This design comes from an exercise in tuning for small area, a short achievable clock period and few clock cycles on the open sky130 flow, not from production work.
In this exercise RTL edits were held to simulation tests only and were not proved equivalent to the original.
Power is estimated from default activity; no workload was simulated.

// stream_top
module stream_top (
  input  logic                   bus_clk,
  input  logic                   rst_n,
  input  logic                   w32_open,
  input  logic                   w32_wren,
  input  logic [31:0]            w32_data,
  input  logic                   r32_open,
  input  logic                   r32_rden,
  input  logic                   lite_wren,
  input  logic [3:0]             lite_wstrb,
  input  logic                   lite_rden,
  input  logic [31:0]            lite_addr,
  input  logic [31:0]            lite_wr_data,
  input  logic                   mem_wren,
  input  logic [7:0]             mem_wdata,
  input  logic                   mem_rden,
  input  logic [4:0]             mem_addr,
  output logic                   w32_full,
  output logic [31:0]            r32_data,
  output logic                   r32_empty,
  output logic [31:0]            lite_rd_data,
  output logic [7:0]             mem_rdata
);
Size in the first run: about 3,100 cells after synthesis, about 1,400 flip-flops, about 55,000 um^2 of cells after synthesis.
clock: 5.0 ns
lec_check: 0
cap_margin: 20
core_margin: 2
core_utilization: 40
slew_margin: 20
run.sh (not shown) runs the stock make flow with config.mk's settings and CLKGATE_MAP_FILE= SYNTH_SCRIPT=/design/flow/synth_recipe.tcl, a recipe that flattens the netlist after the stock synthesis.
Testbench counts at the start, summed over its fixed seeds: cycles 2,056.
Next try:
==> flow/flow/run.sh (new file) <==
#!/bin/bash
# Standard layout, with the port buffers made from buf_4 instead of the
# default delay buffer, and sizing not held to each cell's footprint.
set -euo pipefail
bash standard.sh MATCH_CELL_FOOTPRINT=0 "BUFFER_PORTS_ARGS=-buffer_cell sky130_fd_sc_hd__buf_4" finish > standard_make.log 2>&1
==> flow/standard.sh (new file) <==
#!/bin/bash
# synth_recipe.tcl (not shown) runs the flow's synth.tcl, then flattens the netlist and writes it again
# the make line also repeats each setting of config.mk as NAME=value (left out here)
make -C /OpenROAD-flow-scripts/flow DESIGN_CONFIG=/design/flow/config.mk WORK_HOME=/design/flow/orfs CLKGATE_MAP_FILE= SYNTH_SCRIPT=/design/flow/synth_recipe.tcl "${@:-finish}"
SETUP_SLACK_MARGIN = 2.5   (was default)
removed: flow/run.sh
Utilization is higher by 1.5 points.
Sequential cell count is unchanged.
Final cell count drops by 0.91%.
Fmax grows by about 30%.
Wire length climbs by 3.2%.
Combinational power goes up by about 15%.
Worst hold slack is better by 8.3 ps.
Clock power barely changes.
Non-clock buffer count decreases by 64.
Sequential power barely changes.
Next try:
==> flow/run.sh (new file) <==
#!/bin/bash
# synth_recipe.tcl (not shown) runs the flow's synth.tcl, then flattens the netlist and writes it again
# the make line also repeats each setting of config.mk as NAME=value (left out here)
make -C /OpenROAD-flow-scripts/flow DESIGN_CONFIG=/design/flow/config.mk WORK_HOME=/design/flow/orfs CLKGATE_MAP_FILE= SYNTH_SCRIPT=/design/flow/synth_recipe.tcl finish
removed: flow/flow/run.sh
removed: flow/standard.sh
The new run ran to the end with no violations. Clock-buffer cell count decreases by 2. Wire length stays flat. Maximum frequency came out higher by 2.4%. Critical path depth goes down by 6. Clock power stays flat. Total power barely changes.

---

## cedar
stream_top, a different RTL version from the one above (not shown whole).
For scale: about 3,100 cells after synthesis, about 1,400 flip-flops, roughly 0.055 sq mm of cells after synthesis.
clock: 5.0 ns
lec_check: 0
cap_margin: 20
core_margin: 2
core_utilization: 60
cts_buf_list: sky130_fd_sc_hd__clkbuf_16
cts_cluster_diameter: 100
cts_cluster_size: 20
place_density: 0.8
setup_slack_margin: 2.5
slew_margin: 20
Stock flow here: none of the scripts above is used.
cedar: flow completed, timing, DRC and antenna clean
Testbench counts of cedar, summed over its fixed seeds: cycles 2,056.
The inputs of raven differ from those of cedar as listed below.
# cedar
export LEC_CHECK = 0
export CAP_MARGIN = 20
export CORE_MARGIN = 2
export CORE_UTILIZATION = 60
export CTS_BUF_LIST = sky130_fd_sc_hd__clkbuf_16
export CTS_CLUSTER_DIAMETER = 100
export CTS_CLUSTER_SIZE = 20
export PLACE_DENSITY = 0.8
export SETUP_SLACK_MARGIN = 2.5
export SLEW_MARGIN = 20
create_clock -name core_clock -period 5.0 [get_ports {bus_clk}]
# raven
export LEC_CHECK = 0
export CAP_MARGIN = 20
export CORE_MARGIN = 2
export CORE_UTILIZATION = 60
export CTS_BUF_LIST = sky130_fd_sc_hd__clkbuf_16
export CTS_CLUSTER_DIAMETER = 100
export CTS_CLUSTER_SIZE = 20
export SETUP_SLACK_MARGIN = 2.3
export SLEW_MARGIN = 20
create_clock -name core_clock -period 5.0 [get_ports {bus_clk}]
### Flow results
- Against cedar, raven comes in 1.5% lower on wire length of the first global-routing pass.
- Re routed wire length: cedar was higher than raven.
- [compare] base=cedar new=raven: combinational power share went down by 0.3 points, post-CTS setup buffer count now smaller, worst setup slack now smaller, total power has decreased, arrival time at the worst endpoint went up 0.18 ns.
- Comparing data required time of the critical path for cedar and raven, the smaller number came from raven.
- When raven is set beside cedar, its time the worst path needs with I/O delays and setup turns out to be 0.21 ns larger.
> inputs changed (raven -> onyx)
# raven
export LEC_CHECK = 0
export CAP_MARGIN = 20
export CORE_MARGIN = 2
export CORE_UTILIZATION = 60
export CTS_BUF_LIST = sky130_fd_sc_hd__clkbuf_16
export CTS_CLUSTER_DIAMETER = 100
export CTS_CLUSTER_SIZE = 20
export SETUP_SLACK_MARGIN = 2.3
export SLEW_MARGIN = 20
create_clock -name core_clock -period 5.0 [get_ports {bus_clk}]
# onyx
export LEC_CHECK = 0
export CAP_MARGIN = 20
export CORE_MARGIN = 2
export CORE_UTILIZATION = 70
export CTS_BUF_LIST = sky130_fd_sc_hd__clkbuf_16
export CTS_CLUSTER_DIAMETER = 100
export CTS_CLUSTER_SIZE = 20
export SETUP_SLACK_MARGIN = 2.5
export SLEW_MARGIN = 20
create_clock -name core_clock -period 5.0 [get_ports {bus_clk}]
[summary]
Going from raven to onyx, static leakage power now larger; final cell count now smaller; detailed-route vias per instance now larger; via count of the first global-routing pass now larger. The CTS clock-pin slew for the worst setup and hold paths of raven and that of onyx are within noise of each other. Looking at clock power, onyx sits below raven. In the flow results for raven and onyx, the met3 wire length is smaller on raven. onyx packs its core tighter than raven. Comparing onyx against raven, there is no change at all in post-route antenna net violation count. Highest attainable clock frequency: higher on onyx.
Relative to onyx, the following input files were edited for sierra:
# onyx
export LEC_CHECK = 0
export CAP_MARGIN = 20
export CORE_MARGIN = 2
export CORE_UTILIZATION = 70
export CTS_BUF_LIST = sky130_fd_sc_hd__clkbuf_16
export CTS_CLUSTER_DIAMETER = 100
export CTS_CLUSTER_SIZE = 20
export SETUP_SLACK_MARGIN = 2.5
export SLEW_MARGIN = 20
create_clock -name core_clock -period 5.0 [get_ports {bus_clk}]
# sierra
export LEC_CHECK = 0
export CAP_MARGIN = 20
export CORE_MARGIN = 2
export CORE_UTILIZATION = 60
export CTS_BUF_LIST = sky130_fd_sc_hd__clkbuf_16
export CTS_CLUSTER_DIAMETER = 100
export CTS_CLUSTER_SIZE = 20
export SETUP_SLACK_MARGIN = 2.5
export SLEW_MARGIN = 20
export TNS_END_PERCENT = 40
create_clock -name core_clock -period 5.0 [get_ports {bus_clk}]
==> comparison <==
The run with more routed wire is sierra, not onyx. sierra does better than onyx on maximum frequency. sierra and onyx ended up with roughly the same share of total power in combinational logic. Measured against each other, onyx and sierra differ in register-to-register slack, the lower figure coming from sierra. sierra vs. onyx: full die area has increased; setup slack up 0.052 ns; fraction of power consumed by sequential logic saw a decrease.

## re-timing with driven ports
How much do the figures lean on ideal ports? The routed layouts below were timed once more, with nothing changed but the port constraints.
Step 1 (the two cells are an assumption about what drives the block):
set clk [get_ports {bus_clk}]
set_driving_cell -lib_cell sky130_fd_sc_hd__clkbuf_16 $clk
set_driving_cell -lib_cell sky130_fd_sc_hd__buf_2 [delete_from_list [all_inputs] $clk]
Step 2 moves the port delays by t, midway between the first and last clock arrival at a register: inputs arrive t later, outputs are due t later. That takes back most of the time a late clock gives input paths.
Three values: ideal, step 1, step 2; two values: the first two.
run	t, ns	setup WS [ns]	hold slack, ns	worst setup path after step 2	worst slew at a driven data input, ns
the first run of note 1	0.842	1.460 / 1.512 / 0.670	0.213 / 0.175 / 0.476	input to register	0.13
the second run of note 1	0.851	2.314 / 2.314 / 1.471	0.221 / 0.179 / 0.481	input to register	0.12
the third run of note 1	0.841	2.377 / 2.390 / 1.592	0.263 / 0.227 / 0.471	input to register	0.12
cedar	0.761	2.452 / 2.422 / 1.661	0.416 / 0.386 / 0.479	input to register	0.10
raven	0.740	2.238 / 2.267 / 1.526	0.435 / 0.400 / 0.490	input to register	0.06
onyx	0.733	2.418 / 2.416 / 1.683	0.407 / 0.380 / 0.477	input to register	0.19
sierra	0.736	2.470 / 2.468 / 1.746	0.370 / 0.338 / 0.482	input to register	0.09
After both steps every run listed still meets setup and hold. For the second run of note 1, which loses most, drivers alone change the setup slack by 0.000 ns; drivers and shift together by -0.843 ns.
